What follows belongs to an exercise in optimizing a design on an open flow for small area; a production flow would make more cautious choices.
Function was checked by simulation only, so behaviour that the tests miss may differ from the original.
Power and IR drop assume default switching activity.

==> design/flow/design.v <==
package pcSequencerPkg;
	typedef logic [31:0] addrT;
	typedef logic [31:0] wordT;
	typedef logic [4:0] regIdxT;
	typedef logic [23:0] labelT;
	typedef enum logic [2:0] {
		brNone  = 3'b000,
		brReg   = 3'b001,
		brLabel = 3'b010,
		brTest  = 3'b100
	} branchTypeT;
	typedef logic [2:0] funcCodeT;
	localparam funcCodeT fnB    = 3'b000;
	localparam funcCodeT fnBl   = 3'b001;
	localparam funcCodeT fnBcy  = 3'b010;
	localparam funcCodeT fnBcny = 3'b011;
	localparam funcCodeT fnBltz = 3'b000;
	localparam funcCodeT fnBz   = 3'b001;
	localparam funcCodeT fnBnz  = 3'b010;
endpackage
`timescale 1ns/100ps
module branchDecode (
	input  logic                       clk,
	input  logic                       rst,
	input  logic                       instrValid,
	input  pcSequencerPkg::wordT       instr,
	output logic                       decValid,
	output pcSequencerPkg::branchTypeT decType,
	output pcSequencerPkg::funcCodeT   decFunc,
	output pcSequencerPkg::regIdxT     decRs,
	output pcSequencerPkg::labelT      decLabel
);
	pcSequencerPkg::branchTypeT typeNext;
	pcSequencerPkg::funcCodeT funcNext;
	pcSequencerPkg::regIdxT rsNext;
	pcSequencerPkg::labelT labelNext;
	always_comb begin
		case (instr[31:29])
			3'b001: typeNext = pcSequencerPkg::brReg;
			3'b010: typeNext = pcSequencerPkg::brLabel;
			3'b100: typeNext = pcSequencerPkg::brTest;
			default: typeNext = pcSequencerPkg::brNone;
		endcase
	end
	assign funcNext = instr[28:26];
	assign rsNext = instr[23:19];
	always_comb begin
		if (typeNext == pcSequencerPkg::brTest) begin
			labelNext = {5'd0, instr[18:0]};
		end else begin
			labelNext = instr[23:0];
		end
	end
	always_ff @(posedge clk) begin
		if (rst) begin
			decValid <= 1'b0;
		end else begin
			decValid <= instrValid;
		end
	end
	always_ff @(posedge clk) begin
		if (instrValid) begin
			decType  <= typeNext;
			decFunc  <= funcNext;
			decRs    <= rsNext;
			decLabel <= labelNext;
		end
	end
endmodule
`timescale 1ns/100ps
module operandFetch (
	input  logic                       clk,
	input  logic                       rst,
	input  logic                       decValid,
	input  pcSequencerPkg::branchTypeT decType,
	input  pcSequencerPkg::funcCodeT   decFunc,
	input  pcSequencerPkg::regIdxT     decRs,
	input  pcSequencerPkg::labelT      decLabel,
	output logic                       fetValid,
	output pcSequencerPkg::branchTypeT fetType,
	output pcSequencerPkg::funcCodeT   fetFunc,
	output pcSequencerPkg::labelT      fetLabel,
	output pcSequencerPkg::wordT       fetRegData,
	output logic                       fetCarry,
	input  logic                       aluValid,
	input  pcSequencerPkg::regIdxT     aluDest,
	input  pcSequencerPkg::wordT       aluData,
	input  logic                       aluCarry,
	input  logic                       linkValid,
	input  pcSequencerPkg::wordT       linkData
);
	localparam pcSequencerPkg::regIdxT linkIdx = pcSequencerPkg::regIdxT'(31);
	pcSequencerPkg::wordT regFile [0:32-1];
	logic carryFlag;
	pcSequencerPkg::wordT readData;
	always_ff @(posedge clk) begin
		if (rst) begin
			for (int i = 0; i < 32; i++) begin
				regFile[i] <= '0;
			end
			carryFlag <= 1'b0;
		end else begin
			if (aluValid) begin
				regFile[aluDest] <= aluData;
				carryFlag <= aluCarry;
			end
			if (linkValid) begin
				regFile[linkIdx] <= linkData;
			end
		end
	end
	assign readData = regFile[decRs];
	always_ff @(posedge clk) begin
		if (rst) begin
			fetValid <= 1'b0;
		end else begin
			fetValid <= decValid;
		end
	end
	always_ff @(posedge clk) begin
		if (decValid) begin
			fetType    <= decType;
			fetFunc    <= decFunc;
			fetLabel   <= decLabel;
			fetRegData <= readData;
			fetCarry   <= carryFlag;
		end
	end
endmodule
`timescale 1ns/100ps
module branchResolve (
	input  logic                       clk,
	input  logic                       rst,
	input  logic                       fetValid,
	input  pcSequencerPkg::branchTypeT fetType,
	input  pcSequencerPkg::funcCodeT   fetFunc,
	input  pcSequencerPkg::labelT      fetLabel,
	input  pcSequencerPkg::wordT       fetRegData,
	input  logic                       fetCarry,
	output logic                       nextPcValid,
	output pcSequencerPkg::addrT       nextPc,
	output logic                       branchTaken,
	output logic                       linkValid,
	output pcSequencerPkg::wordT       linkData
);
	pcSequencerPkg::addrT pcReg;
	pcSequencerPkg::addrT pcPlusOne;
	pcSequencerPkg::addrT labelAddr;
	pcSequencerPkg::addrT target;
	logic takeBranch;
	logic isLink;
	assign pcPlusOne = pcReg + pcSequencerPkg::addrT'(1);
	assign labelAddr = pcSequencerPkg::addrT'(fetLabel);
	always_comb begin
		takeBranch = 1'b0;
		target     = labelAddr;
		case (fetType)
			pcSequencerPkg::brReg: begin
				takeBranch = 1'b1;
				target     = fetRegData;
			end
			pcSequencerPkg::brLabel: begin
				case (fetFunc)
					pcSequencerPkg::fnB, pcSequencerPkg::fnBl: takeBranch = 1'b1;
					pcSequencerPkg::fnBcy:     takeBranch = fetCarry;
					pcSequencerPkg::fnBcny:    takeBranch = ~fetCarry;
					default:   takeBranch = 1'b0;
				endcase
			end
			pcSequencerPkg::brTest: begin
				case (fetFunc)
					pcSequencerPkg::fnBltz:  takeBranch = fetRegData[31];
					pcSequencerPkg::fnBz:    takeBranch = (fetRegData == '0);
					pcSequencerPkg::fnBnz:   takeBranch = (fetRegData != '0);
					default: takeBranch = 1'b0;
				endcase
			end
			default: takeBranch = 1'b0;
		endcase
	end
	assign isLink = (fetType == pcSequencerPkg::brLabel) && (fetFunc == pcSequencerPkg::fnBl);
	always_ff @(posedge clk) begin
		if (rst) begin
			pcReg       <= pcSequencerPkg::addrT'(32'd0);
			nextPcValid <= 1'b0;
			branchTaken <= 1'b0;
			linkValid   <= 1'b0;
		end else begin
			nextPcValid <= fetValid;
			branchTaken <= fetValid & takeBranch;
			linkValid   <= fetValid & isLink;
			if (fetValid) begin
				pcReg <= takeBranch ? target : pcPlusOne;
			end
		end
	end
	always_ff @(posedge clk) begin
		if (fetValid) begin
			linkData <= pcSequencerPkg::wordT'(pcPlusOne);
		end
	end
	assign nextPc = pcReg;
endmodule
`timescale 1ns/100ps
module pcSequencer (
	input  logic                   clk,
	input  logic                   rst,
	input  logic                   instrValid,
	input  pcSequencerPkg::wordT   instr,
	input  logic                   aluValid,
	input  pcSequencerPkg::regIdxT aluDest,
	input  pcSequencerPkg::wordT   aluData,
	input  logic                   aluCarry,
	output logic                   nextPcValid,
	output pcSequencerPkg::addrT   nextPc,
	output logic                   branchTaken
);
	logic linkValid;
	pcSequencerPkg::wordT linkData;
	logic decValid;
	pcSequencerPkg::branchTypeT decType;
	pcSequencerPkg::funcCodeT decFunc;
	pcSequencerPkg::regIdxT decRs;
	pcSequencerPkg::labelT decLabel;
	logic fetValid;
	pcSequencerPkg::branchTypeT fetType;
	pcSequencerPkg::funcCodeT fetFunc;
	pcSequencerPkg::labelT fetLabel;
	pcSequencerPkg::wordT fetRegData;
	logic fetCarry;
	branchDecode u_branchDecode (
		.clk        (clk),
		.rst        (rst),
		.instrValid (instrValid),
		.instr      (instr),
		.decValid   (decValid),
		.decType    (decType),
		.decFunc    (decFunc),
		.decRs      (decRs),
		.decLabel   (decLabel)
	);
	operandFetch u_operandFetch (
		.clk        (clk),
		.rst        (rst),
		.decValid   (decValid),
		.decType    (decType),
		.decFunc    (decFunc),
		.decRs      (decRs),
		.decLabel   (decLabel),
		.fetValid   (fetValid),
		.fetType    (fetType),
		.fetFunc    (fetFunc),
		.fetLabel   (fetLabel),
		.fetRegData (fetRegData),
		.fetCarry   (fetCarry),
		.aluValid   (aluValid),
		.aluDest    (aluDest),
		.aluData    (aluData),
		.aluCarry   (aluCarry),
		.linkValid  (linkValid),
		.linkData   (linkData)
	);
	branchResolve u_branchResolve (
		.clk         (clk),
		.rst         (rst),
		.fetValid    (fetValid),
		.fetType     (fetType),
		.fetFunc     (fetFunc),
		.fetLabel    (fetLabel),
		.fetRegData  (fetRegData),
		.fetCarry    (fetCarry),
		.nextPcValid (nextPcValid),
		.nextPc      (nextPc),
		.branchTaken (branchTaken),
		.linkValid   (linkValid),
		.linkData    (linkData)
	);
endmodule
==> design/flow/run.sh <==
#!/bin/bash
# synth_recipe.tcl (not shown) runs the flow's synth.tcl, then flattens the netlist and writes it again
# the make line also repeats each setting of config.mk as NAME=value (left out here)
make -C /OpenROAD-flow-scripts/flow DESIGN_CONFIG=/design/flow/config.mk WORK_HOME=/design/flow/orfs CLKGATE_MAP_FILE= SYNTH_SCRIPT=/design/flow/synth_recipe.tcl finish
==> design/flow/config.mk <==
export PLATFORM = sky130hd
export DESIGN_NAME = pcSequencer
export DESIGN_NICKNAME = pcSequencer
export VERILOG_FILES = /design/flow/design.v
export SDC_FILE = /design/flow/constraint.sdc
export NUM_CORES = 4
export LEC_CHECK = 0
export CAP_MARGIN = 20
export CORE_MARGIN = 2
export CORE_UTILIZATION = 40
export SLEW_MARGIN = 20
==> design/flow/constraint.sdc <==
create_clock -name core_clock -period 8.0 [get_ports {clk}]
set_input_delay 1.6000 -clock core_clock [delete_from_list [all_inputs] [get_ports {clk}]]
set_output_delay 1.6000 -clock core_clock [all_outputs]
set_load 0.01 [all_outputs]
==> summary.txt, run 1 <==
Synth Instances 3240; Synth Area in Adders 0.02361%; first-pass GRT wire length 210.2 mm; synth cell count leaders 1154 x edfxtp_1, 993 x and2_1, 320 x mux4_2, 271 x clkbuf_1, 56 x nor2_1; initial antenna violation count 15; Power per Cell Area 233.1 nW/µm²; HPWL after DPL 83.47 mm; Yosys cell types 52; Port Buffers 105; Crit Path Max Fanout 33; Post-route DRC 0; Post-Synth Simple-Gate Area 13.75%; layout cells sized above 1 20.98%; Net Sw Power 3.215 mW; RSZ-0062 raised after global routing no; Clock Sinks 1192; post-synthesis compound-gate area fraction 1.707%; reg2reg end u_operandFetch.fetRegData[23]$_DFFE_PP_; Fin. Hold Viols 0; CP arrival 4780 ps; TritonCTS clock tree yes; pin count of the biggest net entering global routing 113; final period utilization 55.03%; Critical Path RT 8380 ps; Seq pwr share 52.1%; Core Rows 133; pre-CTS setup slack 2724 ps; H-tree levels 3; Post-CTS Setup Bufs 0; hold path startpoint u_branchDecode.decType[2]$_DFFE_PP_; CTS Buf Count 120; vias per cell 5.587; final WL 148.0 mm; filler cell count 11280; number of synthesized flops with an enable pin 1154; # resized after CTS 0; CTS max path bufs 3; worst setup path class input port to flop; CTS clk-pin slew, worst paths 70 ps; hold_buf cts 0; TritonRoute pass-1 iters 5; fin area 59990 µm²; f_max 227.2 MHz; GRT Util Overall 21.80%; r2r setup slk 4360 ps; vias in the first global route 28280; GP Congestion 0.8517; Primary FF master, synth edfxtp_1; final worst slack 3598 ps; CORE AREA 131500 µm²; Syn Std Cell Area 53000 µm²; largest family of logic cells by synthesized area multiplexers; clock latency (worst-skew pair) 740 ps; final design utilization 45.64%; combinational cell fraction of total power 8.3%; crit path time final 4402 ps; post-synthesis sequential area ratio 66.82%; Nets 3324; worst vdd ir 0.1723 mV; Die ar. 135400 µm²; Lkg Pwr 20.30 nW; Seq cells post-synth 1192; Hold Path End u_operandFetch.fetType[2]$_DFFE_PP_; Int Pwr 10.77 mW; Fin Setup TNS 0 ps; yosys warns 3; antenna viol nets, final 0; Die Wd 368.0 µm; switching share of power 22.99%; Clock Skew 27.35 ps; Final setup viols 0; num ports 108; fraction of registers with async set/reset 0%; Layout area overhead 13.20%; Clk pwr share 39.6%; Yosys top cell by area edfxtp_1; worst min-delay path class flop to flop; DR vias 28590; die height 368.0 µm; Max-cap violations 0; Area contributors post-synth edfxtp_1 65%, mux4_2 14%, and2_1 12%; nature of the critical path endpoint flop; hold depth 0; XOR/XNOR Fraction of Synth Area 0.5123%; Placed Area 56190 µm²; Starting Density 40.31%; CTS Root Cell clkbuf_16; Rel. slew slack 22.71%; area fraction of the dominant cell type after synthesis 65.39%; outcome complete, no violations; count leader, synth edfxtp_1; crit path from aluDest[4]; Wirelength per Cell 28.93 µm; startpoint types input port; max-slew violations 0; gr ovfl total 0; syn_area_per_cell 16.36 µm²; worst r2r path cells 5; Slew @ Worst Pin 1154 ps; DRT iter0 DRCs 3699; syn_nets 3315; mux cell area share after synthesis 14.79%; FF-to-FF Start u_branchDecode.decRs[0]$_DFFE_PP_
==> stage by stage <==
step / hold slack, ps / std cells / power (mW)
after floorplan: 400.3 / 3240 / 8.096
after global placement: 403.7 / 4881 / 8.580
after detailed placement: 404.5 / 4881 / 8.598
after CTS: 414.8 / 5105 / 14.08
after global routing: 426.9 / 5106 / 14.40
final: 414.8 / 5117 / 13.99
==> cells by family (layout without fill, tap and decap cells) <==
group / Yosys count / in the layout
flip-flops: 1192 / 1192
AND/OR/NAND/NOR: 1190 / 1190
multiplexers: 379 / 379
buffers and inverters: 325 / 436
AO/OA/AOI/OAI: 122 / 122
XOR/XNOR: 31 / 31
adder cells (fa/ha/maj): 1 / 1
other: 0 / 11
==> area by class of cell <==
class | instances | area (µm²) | share of cell area, %
tap | 1755 | 2196 | 3.660
inverter | 14 | 53.80 | 0.08968
clock buffer | 146 | 3122 | 5.203
antenna | 11 | 27.53 | 0.04588
clock inverter | 78 | 661.9 | 1.103
sequential | 1192 | 35420 | 59.04
multi-input combinational | 1723 | 16780 | 27.97
timing repair buffer | 198 | 1729 | 2.882
==> placed cells by master (no fill, tap or decap), types with 11 or more instances in the layout <==
master and count:
mux2i_1 25, inv_1 12, nand3_1 16, bufinv_16 11, clkinv_2 23, nand2_1 16, nor2_1 23, buf_4 89
dfxtp_1 36, clkbuf_1 25, diode_2 11, nand4_1 12, edfxtp_1 1154, nor3_1 19, a22o_1 32, clkdlybuf4s50_1 89
and2_1 993, mux4_2 320, o21ai_4 31, clkbuf_16 121, nor4_1 15, xnor2_1 19, nor2_2 31, xor2_1 12
clkinv_1 38, mux2_2 34, buf_2 15
==> worst max path at each step <==
stage | to | slack, ps | cells after the start
after floorplan | u_operandFetch.regFile[20][0]$_SDFFCE_PN0P_ | 2590 | 7
after global placement | u_branchResolve.pcReg[16]$_SDFFE_PP0P_ | 2740 | 6
after detailed placement | u_branchResolve.pcReg[16]$_SDFFE_PP0P_ | 2720 | 6
after CTS | u_branchResolve.pcReg[16]$_SDFFE_PP0P_ | 3520 | 6
after global routing | u_operandFetch.regFile[31][17]$_DFFE_PP_ | 3520 | 8
final | u_operandFetch.regFile[31][22]$_DFFE_PP_ | 3600 | 6
==> power by group through the flow <==
stage               combinational, mW  sequential (mW)  clock (mW)
finish                           1.17             7.29        5.53
floorplan                       0.723             7.37           0
CTS                              1.18             7.29        5.61
global route                     1.22             7.31        5.86
detailed placement               1.18             7.42           0
global placement                 1.17             7.41           0
==> registers in the layout, indices dropped and copies added (netlist names), 3 cells and up <==
name                       flops
u_operandFetch.fetLabel       24
u_branchDecode.decLabel       24
u_operandFetch.fetFunc         3
u_branchDecode.decType         3
u_operandFetch.fetType         3
u_branchResolve.linkData      32
u_operandFetch.regFile      1024
u_branchDecode.decFunc         3
u_branchResolve.pcReg         32
u_operandFetch.fetRegData     32
u_branchDecode.decRs           5
==> routing by layer <==
layer / vias up / wire, µm / global-route usage [%]
li1: 12210 / - / -
met2: 1234 / 66100 / 32.58
met5: - / 73 / 0
met4: 12 / 3205 / 4.772
met1: 14950 / 64420 / 32.53
met3: 185 / 14220 / 5.004
==> critical path: stages <==
cell and delay, ps:
clkdlybuf4s50_1 550, nand3_1 580, o2111ai_2 220, nor2_4 820
or3_2 490, buf_4 470
==> run 2: changes to the inputs <==
==> design/flow/design.v (replaced) <==
`timescale 1ns/100ps
module pcSequencer (
	input  logic        clk,
	input  logic        rst,
	input  logic        instrValid,
	input  logic [31:0] instr,
	input  logic        aluValid,
	input  logic [4:0]  aluDest,
	input  logic [31:0] aluData,
	input  logic        aluCarry,
	output logic        nextPcValid,
	output logic [31:0] nextPc,
	output logic        branchTaken
);
	logic [1:0] cSrc;
	logic       cPol, cReg, cLink;
	always_comb begin
		cSrc  = 2'd0;
		cPol  = 1'b0;
		cReg  = 1'b0;
		cLink = 1'b0;
		case (instr[31:29])
			3'b001: begin
				cPol = 1'b1;
				cReg = 1'b1;
			end
			3'b010: begin
				case (instr[28:26])
					3'd0: cPol = 1'b1;
					3'd1: begin
						cPol  = 1'b1;
						cLink = 1'b1;
					end
					3'd2: cSrc = 2'd1;
					3'd3: begin
						cSrc = 2'd1;
						cPol = 1'b1;
					end
					default: ;
				endcase
			end
			3'b100: begin
				case (instr[28:26])
					3'd0: cSrc = 2'd2;
					3'd1: cSrc = 2'd3;
					3'd2: begin
						cSrc = 2'd3;
						cPol = 1'b1;
					end
					default: ;
				endcase
			end
			default: ;
		endcase
	end
	logic        dValid;
	logic [1:0]  dSrc;
	logic        dPol, dReg, dLink;
	logic [23:0] dBits;
	always_ff @(posedge clk) begin
		dValid <= instrValid & ~rst;
		dSrc   <= cSrc;
		dPol   <= cPol;
		dReg   <= cReg;
		dLink  <= cLink;
		dBits  <= instr[23:0];
	end
	logic [31:0] regFile [0:31];
	logic        carryFlag;
	logic        linkValid;
	logic [31:0] linkData;
	logic [31:0] wrData;
	logic [31:0] wrData31;
	logic [31:0] wrEn;
	assign wrData   = aluData & {32{~rst}};
	assign wrData31 = (linkValid ? linkData : aluData) & {32{~rst}};
	always_comb begin
		for (int i = 0; i < 31; i++) begin
			wrEn[i] = rst | (aluValid & (aluDest == 5'(i)));
		end
		wrEn[31] = rst | linkValid | (aluValid & (aluDest == 5'd31));
	end
	always_ff @(posedge clk) begin
		for (int i = 0; i < 31; i++) begin
			if (wrEn[i]) regFile[i] <= wrData;
		end
		if (wrEn[31]) regFile[31] <= wrData31;
	end
	always_ff @(posedge clk) begin
		if (rst | aluValid) carryFlag <= aluCarry & ~rst;
	end
	logic [31:0] rdData;
	always_comb begin
		rdData = '0;
		for (int i = 0; i < 32; i++) begin
			rdData = rdData | (regFile[i] & {32{dBits[23:19] == 5'(i)}});
		end
	end
	logic srcVal;
	always_comb begin
		case (dSrc)
			2'd0: srcVal = 1'b0;
			2'd1: srcVal = carryFlag;
			2'd2: srcVal = rdData[31];
			default: srcVal = (rdData == '0);
		endcase
	end
	logic        fValid, fTaken, fLink;
	logic [31:0] fTarget;
	always_ff @(posedge clk) begin
		fValid  <= dValid & ~rst;
		fTaken  <= dPol ^ srcVal;
		fLink   <= dLink;
		fTarget <= dReg ? rdData : {8'd0, dBits[23:19] & {5{~dSrc[1]}}, dBits[18:0]};
	end
	logic [31:0] pcReg;
	logic [31:0] pcPlusOne;
	assign pcPlusOne = pcReg + 32'd1;
	always_ff @(posedge clk) begin
		if (rst) begin
			pcReg <= '0;
		end else if (fValid) begin
			pcReg <= fTaken ? fTarget : pcPlusOne;
		end
		nextPcValid <= fValid & ~rst;
		branchTaken <= fValid & fTaken & ~rst;
		linkValid   <= fValid & fLink & ~rst;
		linkData    <= pcPlusOne;
	end
	assign nextPc = pcReg;
endmodule
==> summary.txt, run 2 <==
num ports 108; vias in the first global route 27840; vias per cell 6.507; die height 336.2 µm; GP Congestion 0.8733; number of synthesized flops with an enable pin 1025; clock latency (worst-skew pair) 710 ps; post-synthesis sequential area ratio 75.71%; Clock Skew 18.70 ps; layout cells sized above 1 14.24%; Critical Path RT 8590 ps; Die Wd 336.2 µm; gr ovfl total 0; RSZ-0062 raised after global routing no; Power per Cell Area 265.9 nW/µm²; total power 13.70 mW; startpoint types flop; CP arrival 5650 ps; CTS clk-pin slew, worst paths 60 ps; # resized after CTS 0; Lkg Pwr 17.74 nW; yosys warns 2; slowest CP cell nor3_1; most frequent cells in the layout 1025 x edfxtp_1, 248 x a22oi_1, 167 x and3_1, 123 x dfxtp_1, 117 x clkbuf_16; nature of the critical path endpoint flop; final std cells w/o fill 4490; Wirelength per Cell 36.38 µm; antenna viol nets, final 0; Post-CTS Setup Bufs 0; f_max 197.4 MHz; worst min-delay path class flop to flop; count leader, synth edfxtp_1; Top reg by flops regFile; outcome complete, no violations; CTS Buf Count 114; Syn Std Cell Area 44150 µm²; H-tree levels 3; pin count of the biggest net entering global routing 79; Area contributors post-synth edfxtp_1 70%, dfxtp_1 6.0%, a22oi_1 4.2%; FF-to-FF Start dBits[21]$_DFF_P_; hold path startpoint dLink$_SDFF_PN0_; Layout area overhead 16.69%; DR vias 29220; worst vdd ir 0.1787 mV; Starting Density 40.44%; Port Buffers 105; CORE AREA 109200 µm²; Max-cap violations 0; max FFs per register 1024; Die ar. 113000 µm²; Final setup viols 0; crit-path max cell delay 850 ps; CTS Root Cell clkbuf_16; CP cell instances buf_4, or3b_1, nor2_2, buf_4, a2111oi_0, nand3_1, or4_1, nor3_1, and4_1, a21oi_1, xnor2_1; Post-route DRC 0; most used cell along the critical path buf_4; syn_nets 2837; Primary FF master, synth edfxtp_1; first-pass GRT wire length 222.0 mm; syn_area_per_cell 15.98 µm²; CP delay by family, top simple AND/OR/NAND/NOR gates; area fraction of the dominant cell type after synthesis 69.72%; HPWL after DPL 91.14 mm; synth cell count leaders 1025 x edfxtp_1, 248 x a22oi_1, 167 x and3_1, 136 x nor2_1, 132 x dfxtp_1; max-slew violations 0; Clock Sinks 1157; initial antenna violation count 7; commonest non-fill, non-tap cell in the layout edfxtp_1; hold_buf cts 0; Rel. slew slack 17.59%; Seq cells post-synth 1157; TritonCTS clock tree yes; crit path from dBits[21]$_DFF_P_; Slew @ Worst Pin 1236 ps; GRT Util Overall 28.46%; TritonRoute pass-1 iters 8; crit path time final 5066 ps; final WL 163.4 mm; CTS max path bufs 3; Synth Instances 2762; final period utilization 63.33%; worst setup path class flop to flop; placed insts 4274; DRT iter0 DRCs 5378; Crit Path Max Fanout 47; Fin Setup TNS 0 ps; Fin. Hold Viols 0; Worst Path Buf+Inv 2; Core Rows 121; Yosys cell types 78; fraction of registers with async set/reset 0%; Nets 2989; Yosys top cell by area edfxtp_1
run 2: cell count changes after synthesis, moves of 129 or more:
cell | before | now
a22oi_1 | 7 | 248
and2_1 | 993 | 13
and3_1 | 10 | 167
clkbuf_1 | 271 | 115
edfxtp_1 | 1154 | 1025
mux4_2 | 320 | 3
run 2: metal layers:
layer / track usage [%] / up-vias / share of wire [%]
li1: - / 11430 / -
met1: 37.95 / 14830 / 36
met2: 43.31 / 2427 / 45
met3: 6.678 / 513 / 14
met4: 15.10 / 10 / 6.1
met5: 0 / - / 0.048
run 2: cell families after synthesis:
logic type / after synthesis / synth area share (%)
multiplexers: 140 / 3.361
flip-flops: 1157 / 75.71
XOR/XNOR: 32 / 0.6349
AO/OA/AOI/OAI: 544 / 9.409
buffers and inverters: 179 / 1.783
AND/OR/NAND/NOR: 709 / 9.078
adder cells (fa/ha/maj): 1 / 0.02834
run 2: power by group:
group          total, mW  internal, mW  switching (mW)
Sequential          7.26          7.10           0.154
Clock               5.50          3.19            2.31
Combinational      0.941         0.230           0.711
run 2: layout make-up:
class / instances / area (µm²)
diodes: 2 / 5.005
multi-input cells: 1426 / 10550
fillers: 9270 / 57640
clock inverters: 60 / 654.4
inverters: 10 / 37.54
well taps: 1476 / 1847
flip-flops and latches: 1157 / 33440
clock buffers: 154 / 3164
repair buffers: 205 / 1812
run 2: final timing paths:
check / end / slack (ps) / depth (start not counted)
setup / recovery: fTaken$_DFF_P_ / 2930 / 11
hold / removal: fLink$_DFF_P_ / 350 / 0
setup reg to reg: fTaken$_DFF_P_ / 2930 / 11
hold reg to reg: fLink$_DFF_P_ / 350 / 0
run 2: through the flow:
step	hold WS [ps]	area (µm²)	setup slack, ps	utilization (%)
5_1_grt	363.2	51510	2850	47.19
2_1_floorplan	309.6	44150	3243	-
3_5_place_dp	324.0	47590	3233	43.59
6_report	348.2	51520	2934	47.20
4_1_cts	338.5	51400	3182	47.09
3_3_place_gp	310.2	47560	3208	43.57
==> run 3: changes to the inputs <==
--- a/design/flow/config.mk
+++ b/design/flow/config.mk
@@ -9,3 +9,4 @@
 export CORE_MARGIN = 2
 export CORE_UTILIZATION = 40
+export CTS_BUF_LIST = sky130_fd_sc_hd__clkbuf_4 sky130_fd_sc_hd__clkbuf_8
 export SLEW_MARGIN = 20
==> summary.txt, run 3 <==
number of synthesized flops with an enable pin 1025; CTS Root Cell clkbuf_8; commonest non-fill, non-tap cell in the layout edfxtp_1; Primary FF master, synth edfxtp_1; slowest CP cell nor3_1; Yosys cell types 78; Die ar. 113000 µm²; Post-route DRC 0; Top reg by flops regFile; Power per Cell Area 253.5 nW/µm²; final std cells w/o fill 4584; Lkg Pwr 17.66 nW; Starting Density 40.44%; crit path time final 5054 ps; worst vdd ir 0.1431 mV; syn_nets 2837; placed insts 4274; CP arrival 5770 ps; nature of the critical path endpoint flop; Fin Setup TNS 0 ps; most frequent cells in the layout 1025 x edfxtp_1, 248 x a22oi_1, 192 x clkbuf_8, 167 x and3_1, 123 x dfxtp_1; Syn Std Cell Area 44150 µm²; crit-path max cell delay 860 ps; # resized after CTS 0; Critical Path RT 8720 ps; startpoint types flop; layout cells sized above 1 17.15%; syn_area_per_cell 15.98 µm²; Synth Instances 2762; Wirelength per Cell 35.85 µm; Layout area overhead 15.61%; GRT Util Overall 28.69%; vias per cell 6.437; f_max 197.9 MHz; CP delay by family, top simple AND/OR/NAND/NOR gates; Clock Sinks 1157; CTS Buf Count 178; H-tree levels 4; num ports 108; Seq cells post-synth 1157; count leader, synth edfxtp_1; gr ovfl total 0; Post-CTS Setup Bufs 0; CTS clk-pin slew, worst paths 60 ps; die height 336.2 µm; Slew @ Worst Pin 1233 ps; max FFs per register 1024; Max-cap violations 0; hold_buf cts 0; Nets 3053; initial antenna violation count 8; HPWL after DPL 91.14 mm; RSZ-0062 raised after global routing no; Final setup viols 0; Yosys top cell by area edfxtp_1; Core Rows 121; Crit Path Max Fanout 47; worst min-delay path class flop to flop; Fin. Hold Viols 0; DRT iter0 DRCs 5143; yosys warns 2; vias in the first global route 28300; fraction of registers with async set/reset 0%; outcome complete, no violations; area fraction of the dominant cell type after synthesis 69.72%; clock latency (worst-skew pair) 860 ps; CTS max path bufs 3; worst setup path class flop to flop; CORE AREA 109200 µm²; TritonRoute pass-1 iters 6; CP cell instances buf_4, or3b_1, nor2_2, buf_4, a2111oi_0, nand3_1, or4_1, nor3_1, and4_1, a21oi_1, xnor2_1; first-pass GRT wire length 223.0 mm; max-slew violations 0; synth cell count leaders 1025 x edfxtp_1, 248 x a22oi_1, 167 x and3_1, 136 x nor2_1, 132 x dfxtp_1; Clock Skew 42.02 ps; Port Buffers 105; final WL 164.4 mm; Worst Path Buf+Inv 2; Area contributors post-synth edfxtp_1 70%, dfxtp_1 6.0%, a22oi_1 4.2%; TritonCTS clock tree yes; Die Wd 336.2 µm; GP Congestion 0.8733; final period utilization 63.17%; FF/Latch Area 33440 µm²; Rel. slew slack 17.82%; most used cell along the critical path buf_4; pin count of the biggest net entering global routing 79; antenna viol nets, final 0; post-synthesis sequential area ratio 75.71%; DR vias 29510; area of the multi-input gates 10550 µm²; filler cell count 9344
==> run 3: cell counts after synthesis <==
No cell type changed its count.
==> run 3: cell families after synthesis <==
logic type	Yosys count	synth area share, %
xor gates and xnor gates	32	0.6349
AOI/OAI and AO/OA	544	9.409
and+or+nand+nor	709	9.078
buffers and inverters	179	1.783
muxes	140	3.361
DFF	1157	75.71
adders and majority gates	1	0.02834
==> run 3: final timing paths <==
kind / startpoint / endpoint / slack [ps] / cells past startpoint
worst max-delay path: dBits[21]$_DFF_P_ / fTaken$_DFF_P_ / 2950 / 11
worst min-delay path: dLink$_SDFF_PN0_ / fLink$_DFF_P_ / 350 / 0
worst max register to register: dBits[21]$_DFF_P_ / fTaken$_DFF_P_ / 2950 / 11
worst min register to register: dLink$_SDFF_PN0_ / fLink$_DFF_P_ / 350 / 0
==> run 3: worst register-to-register path: cells and delay by family, from the launching register on <==
family	cells	cell delay (ps)
flip-flops	1	620
AO/OA/AOI/OAI	2	660
buffers and inverters	2	1070
AND/OR/NAND/NOR	6	2450
XOR/XNOR	1	130
==> run 3: metal layers <==
metal	GRT usage (%)	share of wire, %	wire (µm)	up-vias
met5	0	0.053	87	-
met4	16.03	6.0	9801	12
met3	7.653	13	21960	546
met2	43.65	45	73480	2404
met1	37.32	36	59030	14990
li1	-	-	-	11560
==> run 3: through the flow <==
step | power [mW] | hold WS, ps | util, % | area [µm²] | setup slack (ps)
final | 12.94 | 354.0 | 46.76 | 51040 | 2946
after global routing | 13.26 | 363.4 | 46.75 | 51030 | 2945
after CTS | 12.91 | 345.2 | 46.65 | 50920 | 3192
after detailed placement | 8.280 | 324.0 | 43.59 | 47590 | 3233
after global placement | 8.237 | 310.2 | 43.57 | 47560 | 3208
after floorplan | 7.733 | 309.6 | - | 44150 | 3243
==> run 3: power by group <==
part	internal, mW	switching, mW	leakage [nW]
clock	2.49	2.25	1.78
sequential	7.11	0.154	11.0
combinational	0.230	0.713	4.88
==> run 3: layout make-up <==
cell class / instances / share of cell area (%)
multi-input combinational: 1426 / 20.67
clock buffer: 257 / 6.133
clock inverter: 47 / 0.4045
timing repair buffer: 205 / 3.550
tap: 1476 / 3.618
antenna: 6 / 0.02942
inverter: 10 / 0.07354
sequential: 1157 / 65.52
==> run 4: changes to the inputs <==
--- a/design/flow/design.v
+++ b/design/flow/design.v
@@ -90,9 +90,33 @@
 		if (rst | aluValid) carryFlag <= aluCarry & ~rst;
 	end
+	logic [31:0] rdSel;
+	always_comb begin
+		for (int i = 0; i < 32; i++) begin
+			rdSel[i] = (dBits[23:19] == 5'(i));
+		end
+	end
+	logic [31:0] rdGrpN [0:10];
+	for (genvar g = 0; g < 10; g++) begin : gRdGrp
+		for (genvar j = 0; j < 32; j++) begin : gBit
+			aoi222 u_aoi (
+				.a0 (rdSel[3*g]),   .b0 (regFile[3*g][j]),
+				.a1 (rdSel[3*g+1]), .b1 (regFile[3*g+1][j]),
+				.a2 (rdSel[3*g+2]), .b2 (regFile[3*g+2][j]),
+				.y  (rdGrpN[g][j])
+			);
+		end
+	end
+	for (genvar j = 0; j < 32; j++) begin : gRdLast
+		aoi22 u_aoi (
+			.a0 (rdSel[30]), .b0 (regFile[30][j]),
+			.a1 (rdSel[31]), .b1 (regFile[31][j]),
+			.y  (rdGrpN[10][j])
+		);
+	end
 	logic [31:0] rdData;
 	always_comb begin
 		rdData = '0;
-		for (int i = 0; i < 32; i++) begin
-			rdData = rdData | (regFile[i] & {32{dBits[23:19] == 5'(i)}});
+		for (int g = 0; g < 11; g++) begin
+			rdData = rdData | ~rdGrpN[g];
 		end
 	end
@@ -130,2 +154,14 @@
 	assign nextPc = pcReg;
 endmodule
+module aoi222 (
+	input  logic a0, b0, a1, b1, a2, b2,
+	output logic y
+);
+	assign y = ~((a0 & b0) | (a1 & b1) | (a2 & b2));
+endmodule
+module aoi22 (
+	input  logic a0, b0, a1, b1,
+	output logic y
+);
+	assign y = ~((a0 & b0) | (a1 & b1));
+endmodule
--- a/design/flow/config.mk
+++ b/design/flow/config.mk
@@ -9,4 +9,6 @@
 export CORE_MARGIN = 2
 export CORE_UTILIZATION = 40
-export CTS_BUF_LIST = sky130_fd_sc_hd__clkbuf_4 sky130_fd_sc_hd__clkbuf_8
+export CTS_CLUSTER_DIAMETER = 60
+export CTS_CLUSTER_SIZE = 25
 export SLEW_MARGIN = 20
+export SYNTH_HIERARCHICAL = 1
==> summary.txt, run 4 <==
Wirelength per Cell 28.78 µm; Clock Sinks 1157; Nets 2537; layout cells sized above 1 14.17%; Yosys cell types 61; nature of the critical path endpoint flop; GR peak layer met2; most frequent cells in the layout 1025 x edfxtp_1, 320 x a222oi_1, 130 x dfxtp_1, 112 x nor2_1, 104 x clkdlybuf4s50_1; count leader, synth edfxtp_1; worst vdd ir 0.1477 mV; CP arrival 5020 ps; Fin Setup TNS 0 ps; max FFs per register 1024; antenna viol nets, final 0; max-slew violations 0; Post-CTS Setup Bufs 0; initial antenna violation count 1; Post-Synth Simple-Gate Area 5.850%; Primary FF master, synth edfxtp_1; worst min-delay path class flop to flop; syn_nets 2333; first-pass GRT wire length 160.2 mm; post-synthesis compound-gate area fraction 10.97%; Crit Path Max Fanout 32; Yosys top cell by area edfxtp_1; Fin. Hold Viols 0; Post-route DRC 0; Max-cap violations 0; Synth Instances 2258; gr ovfl total 0; Synth Area in Adders 0.03033%; TritonRoute pass-1 iters 6; commonest non-fill, non-tap cell in the layout edfxtp_1; Top reg by flops regFile; GRT Util Overall 20.66%; Die Wd 325.2 µm; final period utilization 55.56%; Port Buffers 105; Final setup viols 0; DR vias 23750; # resized after CTS 0; Rel. slew slack 21.79%; GP Congestion 0.8393; die height 325.2 µm; vias per cell 6.095; synth cell count leaders 1025 x edfxtp_1, 320 x a222oi_1, 144 x nor2_1, 132 x dfxtp_1, 76 x nand4_1; Starting Density 40.44%; RSZ-0062 raised after global routing no; Area contributors post-synth edfxtp_1 75%, a222oi_1 7.8%, dfxtp_1 6.4%; DRT iter0 DRCs 3722; worst setup path class flop to flop; CORE AREA 102000 µm²; fraction of registers with async set/reset 0%; final design utilization 46.72%; XOR/XNOR Fraction of Synth Area 0.6368%; final WL 112.1 mm; H-tree levels 3; TritonCTS clock tree yes; pin count of the biggest net entering global routing 87; Clock Skew 47.98 ps; post-synthesis sequential area ratio 81.01%; HPWL after DPL 67.68 mm; number of synthesized flops with an enable pin 1025; Slew @ Worst Pin 1164 ps; outcome complete, no violations; f_max 225.0 MHz; yosys warns 10; Syn Std Cell Area 41260 µm²; Core Rows 117; clock latency (worst-skew pair) 690 ps; met1 GRT Util 26.69%; Die ar. 105700 µm²; GR Util met2 35.86%; hold_buf cts 0; Power per Cell Area 256.5 nW/µm²; CTS Root Cell clkbuf_16; crit path time final 4445 ps; largest family of logic cells by synthesized area compound AO/OA/AOI/OAI gates; mux cell area share after synthesis 0.8006%; CTS clk-pin slew, worst paths 100 ps; filler cell count 8528; num ports 108; Critical Path RT 8570 ps; vias in the first global route 23330; Layout area overhead 15.54%; CTS max path bufs 3; met3 usage 2.622%; Lkg Pwr 15.36 nW; CTS Buf Count 79; startpoint types flop; Seq cells post-synth 1157; syn_area_per_cell 18.27 µm²; area fraction of the dominant cell type after synthesis 74.60%
-- run 4: changes by cell type after synthesis, sizes merged, moves of 46 or more --
| cell | change |
|---|---|
| a2111oi | -47 |
| a222oi | +312 |
| a22oi | -200 |
| and3 | -153 |
| buf | -46 |
| clkbuf | -68 |
| mux2i | -68 |
-- run 4: final timing paths --
| check | depth (start not counted) | start | end | slack, ps |
|---|---|---|---|---|
| hold / removal | 0 | dLink$_SDFF_PN0_ | fLink$_DFF_P_ | 350 |
| hold reg to reg | 0 | dLink$_SDFF_PN0_ | fLink$_DFF_P_ | 350 |
| setup reg to reg | 10 | dBits[19]$_DFF_P_ | fTaken$_DFF_P_ | 3560 |
| setup / recovery | 10 | dBits[19]$_DFF_P_ | fTaken$_DFF_P_ | 3560 |
-- run 4: final cells by class --
cell class                      instances  area [µm²]  share of cell area (%)
Antenna cell                            1       2.502                0.005249
Clock buffer                           83        2034                   4.268
Clock inverter                         63       755.7                   1.585
Inverter                               10       37.54                 0.07874
Multi-Input combinational cell       1035        8008                   16.80
Sequential cell                      1157       33420                   70.12
Tap cell                             1368        1712                   3.591
Timing Repair Buffer                  179        1695                   3.557
-- run 4: report_power, final --
part	internal (mW)	switching, mW
combinational	0.164	0.494
sequential	7.09	0.136
clock	2.08	2.27
-- run 4: worst max-delay path, stage by stage (launching register included) --
cell and delay, ps:
dfxtp_1 540, nand2b_1 560, nor2_2 60, buf_4 310
a222oi_1 490, nand4_1 350, nor3_1 980, nand4_1 370
nor3_1 360, nor2_1 70, a2111oi_0 260
-- run 4: per-stage QoR --
| stage | area, µm² | setup slack, ps | hold slack (ps) | instances | power (mW) |
|---|---|---|---|---|---|
| after CTS | 47460 | 3664 | 354.6 | 3890 | 12.31 |
| after global routing | 47670 | 3531 | 359.9 | 3895 | 12.60 |
| after floorplan | 41260 | 3131 | 309.6 | 2258 | 7.624 |
| after detailed placement | 44670 | 3439 | 335.7 | 3744 | 8.013 |
| after global placement | 44640 | 3486 | 336.5 | 3742 | 7.967 |
| final | 47670 | 3555 | 352.1 | 3896 | 12.23 |
-- run 4: kinds of logic (layout without fill, tap and decap cells) --
logic type,count (synthesis),after routing
flops,1157,1157
compound gates,495,495
simple gates,476,476
buf+inv,66,335
mux,33,33
xor+xnor,30,30
fa+ha+maj,1,1
other cells,0,1
-- run 4: per-layer routing --
layer | wire, µm | vias to the layer above
met1 | 42660 | 12160
met4 | 3815 | 0
met5 | 0 | -
li1 | - | 10180
met2 | 56570 | 1219
met3 | 9085 | 193
-- run 4: Yosys stat by module, one instance, submodules excluded --
| module | flops+latches | cell area (µm²) |
|---|---|---|
| aoi222 | 0 | 10.01 |
| aoi22 | 0 | 12.51 |
| pcSequencer | 1157 | 37650 |
==> run 5: changes to the inputs <==
--- a/design/flow/design.v
+++ b/design/flow/design.v
@@ -74,5 +74,5 @@
 	logic [31:0] wrEn;
 	assign wrData   = aluData & {32{~rst}};
-	assign wrData31 = (linkValid ? linkData : aluData) & {32{~rst}};
+	assign wrData31 = (linkValid & ~rst) ? linkData : wrData;
 	always_comb begin
 		for (int i = 0; i < 31; i++) begin
--- a/design/flow/config.mk
+++ b/design/flow/config.mk
@@ -8,7 +8,8 @@
 export CAP_MARGIN = 20
 export CORE_MARGIN = 2
-export CORE_UTILIZATION = 40
+export CORE_UTILIZATION = 55
 export CTS_CLUSTER_DIAMETER = 60
 export CTS_CLUSTER_SIZE = 25
+export PLACE_DENSITY = 0.7
 export SLEW_MARGIN = 20
 export SYNTH_HIERARCHICAL = 1
==> summary.txt, run 5 <==
num ports 108; Syn Std Cell Area 41190 µm²; Yosys cell types 57; Yosys top cell by area edfxtp_1; TritonRoute pass-1 iters 8; die height 277.7 µm; startpoint types flop; DR vias 24340; Fin Setup TNS 0 ps; Lkg Pwr 14.97 nW; crit path time final 4697 ps; first-pass GRT wire length 161.7 mm; max-slew violations 0; fraction of registers with async set/reset 0%; CP arrival 5230 ps; Critical Path RT 8530 ps; Clock Skew 39.32 ps; Area contributors post-synth edfxtp_1 75%, a222oi_1 7.8%, dfxtp_1 6.4%; CTS Root Cell clkbuf_16; Fin. Hold Viols 0; HPWL after DPL 67.93 mm; most frequent cells in the layout 1025 x edfxtp_1, 320 x a222oi_1, 130 x dfxtp_1, 107 x nor2_1, 104 x clkdlybuf4s50_1; initial antenna violation count 4; worst vdd ir 0.1819 mV; CTS max path bufs 3; pin count of the biggest net entering global routing 81; H-tree levels 2; synth cell count leaders 1025 x edfxtp_1, 320 x a222oi_1, 139 x nor2_1, 132 x dfxtp_1, 77 x nand4_1; RSZ-0062 raised after global routing no; CTS clk-pin slew, worst paths 90 ps; area of the multi-input gates 7955 µm²; Top reg by flops regFile; syn_area_per_cell 18.30 µm²; Wirelength per Cell 33.01 µm; Final setup viols 0; vias per cell 7.022; number of synthesized flops with an enable pin 1025; hold_buf cts 0; GRT Util Overall 29.15%; Slew @ Worst Pin 1199 ps; antenna viol nets, final 0; final worst slack 3303 ps; GP Congestion 0.9114; total power 11.30 mW; Layout area overhead 12.30%; Synth Instances 2251; Crit Path Max Fanout 23; outcome complete, no violations; post-synthesis sequential area ratio 81.13%; vias in the first global route 23250; CTS Buf Count 58; Nets 2532; count leader, synth edfxtp_1; CORE AREA 74320 µm²; worst setup path class flop to flop; yosys warns 10; syn_nets 2326; Die Wd 277.7 µm; Starting Density 55.43%; commonest non-fill, non-tap cell in the layout edfxtp_1; max FFs per register 1024; Rel. slew slack 19.46%; Core Rows 100; Post-CTS Setup Bufs 0; Primary FF master, synth edfxtp_1; final period utilization 58.71%; Port Buffers 105; Max-cap violations 0; DRT iter0 DRCs 4534; Clock Sinks 1157; pre-CTS setup slack 3411 ps; # resized after CTS 0; gr ovfl total 0; area fraction of the dominant cell type after synthesis 74.72%; f_max 212.9 MHz; clock latency (worst-skew pair) 670 ps; filler cell count 5223; worst min-delay path class flop to flop; TritonCTS clock tree yes; Power per Cell Area 244.2 nW/µm²; Post-route DRC 0; Seq cells post-synth 1157; hold_ws 333.6 ps; final WL 114.4 mm; nature of the critical path endpoint flop; Die ar. 77100 µm²; layout cells sized above 1 12.44%; FF/Latch Area 33420 µm²
==> run 5: cell count changes in the layout (fill, tap and decap cells not counted), sizes merged, moves of 5 or more <==
cell    change
o31ai      +10
or3         +5
nor3        -5
clkinv     -11
clkbuf      -9
buf        +20
nor2        -6
inv        -29
o21ai      -13
==> run 5: cells by family (layout without fill, tap and decap cells) <==
kind of cell / Yosys count / after routing / synth area share, %
compound gates: 498 / 498 / 11.06
fa+ha+maj: 1 / 1 / 0.03037
simple gates: 470 / 470 / 5.771
flops: 1157 / 1157 / 81.13
other cells: 0 / 5 / 0
buf+inv: 62 / 303 / 0.5710
mux: 33 / 33 / 0.8019
xor+xnor: 30 / 30 / 0.6378
==> run 5: where the power goes <==
part	switching (mW)	total (mW)	internal (mW)
logic	0.533	0.697	0.163
clock network	1.86	3.38	1.51
registers	0.140	7.23	7.09
==> run 5: critical path: stages (launching register included) <==
cell and delay, ps:
dfxtp_1 440, nand2b_1 680, nor2_2 320, buf_4 350, a222oi_1 350, nand3_1 240, nor3_1 780, nand4_1 420
nor4_1 470, a21oi_1 110, a2111oi_0 390
==> run 5: modules after synthesis (local to each module, per instance) <==
| module | copies in the design | cells inside | area [µm²] |
|---|---|---|---|
| aoi22 | 32 | 1 | 12.51 |
| aoi222 | 320 | 1 | 10.01 |
| pcSequencer | 1 | 1899 | 37590 |
==> run 5: metal layers <==
| layer | track usage [%] | wire [µm] |
|---|---|---|
| met1 | 39.96 | 41390 |
| met2 | 45.47 | 52990 |
| met3 | 7.614 | 15330 |
| met4 | 10.74 | 4686 |
| met5 | 0 | 0 |
==> run 5: through the flow <==
stage	cell area, µm²	std cells	utilization (%)
after detailed placement	44360	3366	59.69
after CTS	46220	3461	62.19
after floorplan	41190	2251	-
final	46260	3466	62.24
after global routing	46260	3464	62.24
after global placement	44350	3365	59.67
==> run 5: path summary, 6_finish.rpt <==
| check | cells past startpoint | startpoint | slack (ps) | endpoint |
|---|---|---|---|---|
| setup / recovery | 10 | dBits[19]$_DFF_P_ | 3300 | fTaken$_DFF_P_ |
| hold / removal | 0 | dLink$_SDFF_PN0_ | 330 | fLink$_DFF_P_ |
| setup reg to reg | 10 | dBits[19]$_DFF_P_ | 3300 | fTaken$_DFF_P_ |
| hold reg to reg | 0 | dLink$_SDFF_PN0_ | 330 | fLink$_DFF_P_ |
==> run 5: area by class of cell <==
cell class                      instances  area share [%]
Clock buffer                           74           3.473
Multi-Input combinational cell       1032           17.20
Tap cell                              969           2.621
Clock inverter                         21          0.5491
Inverter                                9         0.07303
Timing Repair Buffer                  199           3.808
Sequential cell                      1157           72.25
Antenna cell                            5         0.02705
==> run 6: changes to the inputs <==
==> design/flow/flow/run.sh (new file) <==
#!/bin/bash
# Standard ORFS layout with two changes: port buffers use the smallest
# buffer, and clock tree sinks are clustered in larger groups without
# dummy loads.
set -euo pipefail
cd "$(dirname "$0")/.."
bash standard.sh \
	"BUFFER_PORTS_ARGS=-buffer_cell sky130_fd_sc_hd__buf_1" \
	"CTS_ARGS=-sink_clustering_enable -repair_clock_nets -dont_use_dummy_load -sink_clustering_size 28 -sink_clustering_max_diameter 80" \
	finish > flow_make.log 2>&1
==> design/flow/standard.sh (new file) <==
#!/bin/bash
# synth_recipe.tcl (not shown) runs the flow's synth.tcl, then flattens the netlist and writes it again
# the make line also repeats each setting of config.mk as NAME=value (left out here)
make -C /OpenROAD-flow-scripts/flow DESIGN_CONFIG=/design/flow/config.mk WORK_HOME=/design/flow/orfs CLKGATE_MAP_FILE= SYNTH_SCRIPT=/design/flow/synth_recipe.tcl "${@:-finish}"
--- a/design/flow/config.mk
+++ b/design/flow/config.mk
@@ -8,8 +8,5 @@
 export CAP_MARGIN = 20
 export CORE_MARGIN = 2
-export CORE_UTILIZATION = 55
-export CTS_CLUSTER_DIAMETER = 60
-export CTS_CLUSTER_SIZE = 25
-export PLACE_DENSITY = 0.7
+export CORE_UTILIZATION = 40
 export SLEW_MARGIN = 20
 export SYNTH_HIERARCHICAL = 1
removed: design/flow/run.sh
==> summary.txt, run 6 <==
Max-cap violations 0; hold_ws 334.7 ps; gr ovfl total 0; Wirelength per Cell 30.29 µm; Die ar. 105600 µm²; CTS Root Cell clkbuf_16; worst vdd ir 0.1499 mV; crit path capture fTaken$_DFF_P_; Area contributors post-synth edfxtp_1 75%, a222oi_1 7.8%, dfxtp_1 6.4%; Net Sw Power 2.333 mW; pin count of the biggest net entering global routing 81; Critical Path RT 8530 ps; filler cell count 8781; Int Pwr 8.345 mW; syn_area_per_cell 18.30 µm²; Port Buffers 105; r2r setup slk 3250 ps; max FFs per register 1024; most frequent cells in the layout 1025 x edfxtp_1, 320 x a222oi_1, 130 x dfxtp_1, 107 x nor2_1, 104 x buf_1; GP Congestion 0.8261; H-tree levels 2; reg2reg end fTaken$_DFF_P_; Seq pwr share 67.6%; initial antenna violation count 5; yosys warns 10; commonest non-fill, non-tap cell in the layout edfxtp_1; nature of the critical path endpoint flop; Placed Area 44040 µm²; count leader, synth edfxtp_1; worst min-delay path class flop to flop; Syn Std Cell Area 41190 µm²; syn_nets 2326; die height 324.9 µm; vias per cell 6.257; Final setup viols 0; Top reg by flops regFile; CP delay by family, top simple AND/OR/NAND/NOR gates; synth cell count leaders 1025 x edfxtp_1, 320 x a222oi_1, 139 x nor2_1, 132 x dfxtp_1, 77 x nand4_1; number of synthesized flops with an enable pin 1025; max-slew violations 0; worst r2r path cells 10; final period utilization 59.38%; CTS clk-pin slew, worst paths 110 ps; Crit Path Max Fanout 32; Yosys cell types 57; placed insts 3734; CORE AREA 101900 µm²; Starting Density 40.43%; final WL 114.6 mm; Rel. slew slack 17.02%; hold_buf cts 0; Slew @ Worst Pin 1235 ps; GRT Util Overall 20.96%; Primary FF master, synth edfxtp_1; f_max 210.5 MHz; area fraction of the dominant cell type after synthesis 74.72%; Core Rows 117; first-pass GRT wire length 161.6 mm; switching share of power 21.85%; FF-to-FF Start dBits[19]$_DFF_P_; Lkg Pwr 14.35 nW; final std cells w/o fill 3785; layout cells sized above 1 10.60%; Die Wd 324.9 µm; HPWL after DPL 67.30 mm; Post-route DRC 0; startpoint types flop; Worst Path Buf+Inv 1; antenna viol nets, final 0; Post-CTS Setup Bufs 0; Yosys top cell by area edfxtp_1; TritonCTS clock tree yes; Stages on worst setup path 10; Synth Instances 2251; Power per Cell Area 235.0 nW/µm²; Clock Sinks 1157; TritonRoute pass-1 iters 6; Clock Skew 61.03 ps; clock latency (worst-skew pair) 650 ps; worst setup path class flop to flop; RSZ-0062 raised after global routing no; fraction of registers with async set/reset 0%; Layout area overhead 10.29%; Nets 2493; outcome complete, no violations; final design utilization 44.59%; area of the multi-input gates 8140 µm²; # resized after CTS 0; num ports 108; CP arrival 5280 ps; combinational cell fraction of total power 6.1%; DRT iter0 DRCs 3810; crit-path max cell delay 1090 ps; FF/Latch Area 33420 µm²; CTS max path bufs 3; Clk pwr share 26.3%; post-synthesis sequential area ratio 81.13%; DR vias 23680; slowest CP cell nor3_1; vias in the first global route 22920; crit path time final 4750 ps; Fin. Hold Viols 0; fin area 45430 µm²; crit path from dBits[19]$_DFF_P_; Seq cells post-synth 1157; Fin Setup TNS 0 ps; CP cell instances nand2b_1, nor2_2, buf_4, a222oi_1, nand4_1, nor3_1, nand4_1, nor3_1, nor2_1, a2111oi_0; CTS Buf Count 50
==> run 6: cell counts after synthesis <==
No cell type changed its count.
==> run 6: area by class of cell <==
cell class | count | area share (%)
antenna | 1 | 0.005508
clock buffer | 50 | 2.754
inverter | 9 | 0.07435
multi-input combinational | 1032 | 17.92
sequential | 1157 | 73.57
tap | 1368 | 3.767
timing repair buffer | 168 | 1.917
==> run 6: worst min path at each step <==
stage	from	endpoint	slack, ps	depth (start not counted)
6_report	dLink$_SDFF_PN0_	fLink$_DFF_P_	330	0
5_1_grt	dLink$_SDFF_PN0_	fLink$_DFF_P_	350	0
4_1_cts	dLink$_SDFF_PN0_	fLink$_DFF_P_	340	0
3_5_place_dp	dLink$_SDFF_PN0_	fLink$_DFF_P_	310	0
3_3_place_gp	dLink$_SDFF_PN0_	fLink$_DFF_P_	320	0
2_1_floorplan	dLink$_SDFF_PN0_	fLink$_DFF_P_	310	0
==> run 6: power groups by stage <==
stage | Combinational [mW] | Clock, mW | Sequential [mW]
3_5_place_dp | 0.636 | 0 | 7.37
3_3_place_gp | 0.623 | 0 | 7.33
4_1_cts | 0.638 | 2.86 | 7.23
5_1_grt | 0.677 | 3.04 | 7.26
6_report | 0.647 | 2.81 | 7.22
2_1_floorplan | 0.302 | 0 | 7.32
==> run 6: cells by family after synthesis <==
kind of cell | after synthesis | synth area share, %
compound gates | 498 | 11.06
flops | 1157 | 81.13
buf+inv | 62 | 0.5710
mux | 33 | 0.8019
fa+ha+maj | 1 | 0.03037
xor+xnor | 30 | 0.6378
simple gates | 470 | 5.771
==> run 6: per-module statistics from Yosys (local to each module, per instance) <==
module	cell area, µm²	copies in the design
pcSequencer	37590	1
aoi22	12.51	32
aoi222	10.01	320
==> run 6: layer usage <==
layer / up-vias / global-route usage (%) / routed length [µm]
li1: 9994 / - / -
met1: 12290 / 28.14 / 44440
met2: 1214 / 34.62 / 55320
met3: 181 / 3.409 / 10490
met4: 2 / 7.478 / 4380
met5: - / 0 / 14
==> run 6: stage by stage <==
| step | setup WS, ps | power, mW |
|---|---|---|
| 6_report | 3250 | 10.68 |
| 4_1_cts | 3426 | 10.72 |
| 2_1_floorplan | 2135 | 7.626 |
| 3_3_place_gp | 3488 | 7.956 |
| 3_5_place_dp | 3455 | 8.002 |
| 5_1_grt | 3122 | 10.98 |
==> run 7: changes to the inputs <==
--- a/design/flow/config.mk
+++ b/design/flow/config.mk
@@ -8,5 +8,6 @@
 export CAP_MARGIN = 20
 export CORE_MARGIN = 2
-export CORE_UTILIZATION = 40
+export CORE_UTILIZATION = 60
+export PLACE_DENSITY = 0.75
 export SLEW_MARGIN = 20
 export SYNTH_HIERARCHICAL = 1
==> summary.txt, run 7 <==
Crit Path Max Fanout 32; Fin. Hold Viols 0; pre-CTS setup slack 3634 ps; TritonCTS clock tree yes; final design utilization 65.61%; antenna viol nets, final 0; CP arrival 4960 ps; Layout area overhead 8.659%; synth cell count leaders 1025 x edfxtp_1, 320 x a222oi_1, 139 x nor2_1, 132 x dfxtp_1, 77 x nand4_1; nature of the critical path endpoint flop; Primary FF master, synth edfxtp_1; GRT Util Overall 30.64%; pin count of the biggest net entering global routing 81; GP Congestion 0.9012; hold_buf cts 0; syn_area_per_cell 18.30 µm²; Die ar. 70770 µm²; Slew @ Worst Pin 1138 ps; worst vdd ir 0.1918 mV; worst setup path class flop to flop; Synth Instances 2251; most used cell along the critical path nand4_1; CTS max path bufs 3; CP cell instances nand2b_1, nor2_2, buf_4, a222oi_1, nand4_1, nor3_1, nand4_1, nor4_1, a21oi_1, a2111oi_0; Max-cap violations 0; number of synthesized flops with an enable pin 1025; placed insts 3257; Post-CTS Setup Bufs 0; post-synthesis sequential area ratio 81.13%; Area contributors post-synth edfxtp_1 75%, a222oi_1 7.8%, dfxtp_1 6.4%; r2r setup slk 3540 ps; crit path time final 4461 ps; worst min-delay path class flop to flop; final std cells w/o fill 3307; Yosys top cell by area edfxtp_1; CTS Buf Count 47; max FFs per register 1024; HPWL after DPL 64.26 mm; Starting Density 60.38%; Syn Std Cell Area 41190 µm²; first-pass GRT wire length 155.3 mm; Lkg Pwr 14.35 nW; hold path startpoint dLink$_SDFF_PN0_; crit-path max cell delay 770 ps; vias per cell 7.319; Core Rows 96; CORE AREA 68230 µm²; layout cells sized above 1 10.49%; DR vias 24200; Clock Skew 29.63 ps; Critical Path RT 8500 ps; # resized after CTS 0; initial antenna violation count 5; Power per Cell Area 236.6 nW/µm²; Yosys cell types 57; most frequent cells in the layout 1025 x edfxtp_1, 320 x a222oi_1, 130 x dfxtp_1, 107 x nor2_1, 104 x buf_1; CTS clk-pin slew, worst paths 100 ps; Port Buffers 105; hold_ws 337.8 ps; max-slew violations 0; gr ovfl total 0; Final setup viols 0; final WL 109.5 mm; final period utilization 55.76%; die height 266.0 µm; Post-route DRC 0; Top reg by flops regFile; outcome complete, no violations; Fin Setup TNS 0 ps; yosys warns 10; Seq cells post-synth 1157; vias in the first global route 22800; num ports 108; Die Wd 266.0 µm; syn_nets 2326; fraction of registers with async set/reset 0%; clock latency (worst-skew pair) 650 ps; commonest non-fill, non-tap cell in the layout edfxtp_1; crit path from dBits[19]$_DFF_P_; Wirelength per Cell 33.11 µm; TritonRoute pass-1 iters 8; RSZ-0062 raised after global routing no; CTS Root Cell clkbuf_16; H-tree levels 2; FF-to-FF Start dBits[19]$_DFF_P_; area fraction of the dominant cell type after synthesis 74.72%; Nets 2499; filler cell count 4451; f_max 224.2 MHz; final worst slack 3539 ps; startpoint types flop; count leader, synth edfxtp_1; Clock Sinks 1157; slowest CP cell nor3_1; Rel. slew slack 23.82%; DRT iter0 DRCs 5059
run 7: report_power, final:
group / switching, mW / internal (mW) / total, mW
logic: 0.504 / 0.137 / 0.641
registers: 0.140 / 7.09 / 7.23
clock network: 1.67 / 1.06 / 2.72
run 7: worst max-delay path, delay by kind of cell, from the launching register on:
family | cells | cell delay, ps
buffers and inverters | 1 | 290
AOI/OAI and AO/OA | 3 | 1020
DFF | 1 | 490
and+or+nand+nor | 6 | 2480
run 7: path summary, 6_finish.rpt:
path                                       end  depth (start not counted)
worst min-delay path             fLink$_DFF_P_                          0
worst max register to register  fTaken$_DFF_P_                         10
worst min register to register   fLink$_DFF_P_                          0
worst max-delay path            fTaken$_DFF_P_                         10
run 7: cells by family (layout without fill, tap and decap cells):
group | Yosys count | in the layout | share of synthesized area [%]
AO/OA/AOI/OAI | 498 | 498 | 11.06
XOR/XNOR | 30 | 30 | 0.6378
adder cells (fa/ha/maj) | 1 | 1 | 0.03037
buffers and inverters | 62 | 233 | 0.5710
flip-flops | 1157 | 1157 | 81.13
multiplexers | 33 | 33 | 0.8019
other | 0 | 3 | 0
AND/OR/NAND/NOR | 470 | 470 | 5.771
run 7: cell type report:
cell class / count / area, µm² / share of cell area (%)
sequential: 1157 / 33420 / 74.67
inverter: 9 / 33.78 / 0.07547
multi-input combinational: 1032 / 8065 / 18.02
tap: 882 / 1104 / 2.465
timing repair buffer: 177 / 950.9 / 2.124
antenna: 3 / 7.507 / 0.01677
clock buffer: 47 / 1176 / 2.628
run 7: Yosys stat by module, one instance, submodules excluded:
module	copies in the design	flip-flops and latches
aoi22	32	0
pcSequencer	1	1157
aoi222	320	0
run 7: layer usage:
metal  track usage, %  up-vias  part of all wire (%)
met2            49.37     1823                    48
met1            41.94    12110                    35
met4            13.36        4                   4.9
li1                 -    10010                     -
met5                0        -                 0.021
met3            5.000      257                    12
run 7: metrics by stage:
stage | cell area [µm²] | power [mW]
floorplan | 41190 | 7.626
global placement | 43410 | 7.928
detailed placement | 43450 | 7.984
CTS | 44620 | 10.57
global route | 44760 | 10.86
finish | 44760 | 10.59
==> run 8: changes to the inputs <==
--- a/design/flow/config.mk
+++ b/design/flow/config.mk
@@ -8,6 +8,6 @@
 export CAP_MARGIN = 20
 export CORE_MARGIN = 2
-export CORE_UTILIZATION = 60
-export PLACE_DENSITY = 0.75
+export CORE_UTILIZATION = 70
+export PLACE_DENSITY = 0.85
 export SLEW_MARGIN = 20
 export SYNTH_HIERARCHICAL = 1
==> summary.txt, run 8 <==
hold_buf cts 0; post-synthesis sequential area ratio 81.13%; TritonCTS clock tree yes; DRT iter0 DRCs 5867; H-tree levels 2; GRT Util Overall 37.31%; CP delay by family, top simple AND/OR/NAND/NOR gates; Post-route DRC 0; final worst slack 3035 ps; synth cell count leaders 1025 x edfxtp_1, 320 x a222oi_1, 139 x nor2_1, 132 x dfxtp_1, 77 x nand4_1; clock latency (worst-skew pair) 650 ps; met3 usage 12.34%; num ports 108; GP Congestion 0.9339; Critical Path RT 8500 ps; CTS clk-pin slew, worst paths 100 ps; reg2reg end fTaken$_DFF_P_; Primary FF master, synth edfxtp_1; filler cell count 3042; worst vdd ir 0.2692 mV; commonest non-fill, non-tap cell in the layout edfxtp_1; Core Rows 88; vias in the first global route 24030; final WL 112.7 mm; first-pass GRT wire length 160.0 mm; Starting Density 71.13%; nature of the critical path endpoint flop; Worst Path Buf+Inv 1; Fin Setup TNS 0 ps; Yosys cell types 57; area fraction of the dominant cell type after synthesis 74.72%; CORE AREA 57920 µm²; Fin. Hold Viols 0; syn_area_per_cell 18.30 µm²; max FFs per register 1024; Synth Instances 2251; yosys warns 10; hold path startpoint dLink$_SDFF_PN0_; Layout area overhead 8.353%; DR vias 25180; GR Util met2 57.04%; worst setup path class flop to flop; most frequent cells in the layout 1025 x edfxtp_1, 320 x a222oi_1, 130 x dfxtp_1, 107 x nor2_1, 104 x buf_1; antenna viol nets, final 0; Crit Path Max Fanout 32; Syn Std Cell Area 41190 µm²; crit-path max cell delay 950 ps; TritonRoute pass-1 iters 10; pin count of the biggest net entering global routing 81; met1 GRT Util 49.05%; vias per cell 7.851; CTS Buf Count 47; Die ar. 60810 µm²; FF-to-FF Start dBits[19]$_DFF_P_; CTS Root Cell clkbuf_16; final design utilization 77.07%; number of synthesized flops with an enable pin 1025; CTS max path bufs 3; syn_nets 2326; Wirelength per Cell 35.15 µm; worst min-delay path class flop to flop; Die Wd 246.6 µm; layout cells sized above 1 10.87%; r2r setup slk 3030 ps; pre-CTS setup slack 3603 ps; Post-CTS Setup Bufs 0; CP arrival 5460 ps; Clock Skew 93.91 ps; fraction of registers with async set/reset 0%; max-slew violations 0; GR peak layer met2; Rel. slew slack 22.42%; Area contributors post-synth edfxtp_1 75%, a222oi_1 7.8%, dfxtp_1 6.4%; Hold Path End fLink$_DFF_P_; Slew @ Worst Pin 1155 ps; Yosys top cell by area edfxtp_1; RSZ-0062 raised after global routing no; count leader, synth edfxtp_1; outcome complete, no violations; crit path time final 4965 ps; hold depth 0; Final setup viols 0; Lkg Pwr 14.36 nW; worst r2r path cells 10; Top reg by flops regFile; startpoint types flop; most used cell along the critical path nand4_1; CP cell instances nand2b_1, nor2_2, buf_4, a222oi_1, nand4_1, nor3_1, nand4_1, nor4_1, a21oi_1, a2111oi_0; gr ovfl total 0; Clock Sinks 1157; initial antenna violation count 12; final period utilization 62.07%; Power per Cell Area 237.6 nW/µm²; f_max 201.4 MHz; Nets 2514; HPWL after DPL 65.55 mm; Port Buffers 105; Seq cells post-synth 1157; die height 246.6 µm; Max-cap violations 0; slowest CP cell nor3_1; # resized after CTS 0
## run 8: cell counts after synthesis
No cell type changed its count.
## run 8: area by class of cell
class	count	area, µm²	share of cell area (%)
Tap cell	765	957.2	2.144
Clock buffer	47	1176	2.635
Multi-Input combinational cell	1032	7980	17.88
Inverter	9	33.78	0.07569
Sequential cell	1157	33420	74.88
Timing Repair Buffer	192	1051	2.355
Antenna cell	5	12.51	0.02803
## run 8: worst reg2reg max path, delay by kind of cell, from the launching register on
kind	cells	cell delay, ps
AOI/OAI and AO/OA	3	1140
buffers and inverters	1	290
DFF	1	470
and+or+nand+nor	6	2910
## run 8: logic make-up after synthesis
logic type,Yosys count,synth area share (%)
flops,1157,81.13
xor+xnor,30,0.6378
compound gates,498,11.06
mux,33,0.8019
buf+inv,62,0.5710
simple gates,470,5.771
fa+ha+maj,1,0.03037
## run 8: worst max path at each step
stage	from	end	slack, ps	cells past startpoint
2_1_floorplan	aluDest[3]	regFile[24][0]$_DFFE_PP_	2130	3
5_1_grt	dBits[19]$_DFF_P_	fTaken$_DFF_P_	3220	10
3_3_place_gp	rst	regFile[12][14]$_DFFE_PP_	3670	4
4_1_cts	dBits[19]$_DFF_P_	fTaken$_DFF_P_	3480	10
3_5_place_dp	rst	regFile[12][14]$_DFFE_PP_	3600	4
6_report	dBits[19]$_DFF_P_	fTaken$_DFF_P_	3030	10
## run 8: stage by stage
step	cells	power, mW	hold WS [ps]	cell area (µm²)
finish	3207	10.61	333.8	44640
global route	3204	10.81	346.0	44630
CTS	3202	10.54	333.9	44570
detailed placement	3155	7.994	312.1	43390
global placement	3155	7.921	316.3	43380
floorplan	2251	7.626	309.6	41190
## run 8: metal layers
| metal | wire (µm) | part of all wire, % | vias to the layer above |
|---|---|---|---|
| li1 | - | - | 10030 |
| met1 | 34750 | 31 | 12230 |
| met2 | 52050 | 46 | 2523 |
| met3 | 19530 | 17 | 377 |
| met4 | 6290 | 5.6 | 14 |
| met5 | 107 | 0.095 | - |
## run 8: power breakdown
part	internal, mW	switching (mW)
combinational	0.138	0.525
sequential	7.09	0.156
clock	1.06	1.64
## run 8: Yosys stat by module (local to each module, per instance)
module       copies in the design  area [µm²]  cells  flops+latches
aoi222                        320       10.01      1              0
pcSequencer                     1       37590   1899           1157
aoi22                          32       12.51      1              0

[re-timing with driven ports]
In the flow no input, the clock included, has a driving cell. The finished layouts below were timed again as built, in two steps.
Step 1, drivers: a clkbuf_16 drives clk and a buf_2 each remaining input, both assumed.
Step 2, shift: input delay + t, output delay - t, t = (earliest + latest rising clock arrival at the registers) / 2. This alone moves slack from input paths to output paths.
a / b / c = no drivers / after step 1 / after step 2; a / b = the first two.
| run | shift t [ns] | setup WS [ns] | latest minus earliest clock arrival (ns) | worst register clock-pin slew, ns | worst data-port slew with drivers (ns) |
|---|---|---|---|---|---|
| run 1 | 0.793 | 3.598 / 3.574 / 2.781 | 0.028 / 0.028 | 0.07 / 0.07 | 0.17 |
| run 2 | 0.770 | 2.934 / 2.934 / 2.934 | 0.030 / 0.029 | 0.07 / 0.07 | 0.08 |
| run 3 | 0.908 | 2.946 / 2.946 / 2.946 | 0.046 / 0.046 | 0.07 / 0.07 | 0.08 |
| run 4 | 0.728 | 3.555 / 3.555 / 3.455 | 0.052 / 0.051 | 0.10 / 0.10 | 0.11 |
| run 5 | 0.715 | 3.303 / 3.303 / 3.303 | 0.044 / 0.044 | 0.10 / 0.10 | 0.10 |
| run 6 | 0.683 | 3.250 / 3.250 / 3.250 | 0.063 / 0.063 | 0.11 / 0.11 | 0.12 |
| run 7 | 0.706 | 3.539 / 3.539 / 3.507 | 0.037 / 0.037 | 0.11 / 0.11 | 0.10 |
| run 8 | 0.667 | 3.035 / 3.035 / 3.035 | 0.095 / 0.095 | 0.11 / 0.11 | 0.10 |
After both steps setup and hold are still met in every run listed. The setup slack of run 1, which loses most, moves by -0.024 ns with the drivers and by -0.817 ns with both steps.
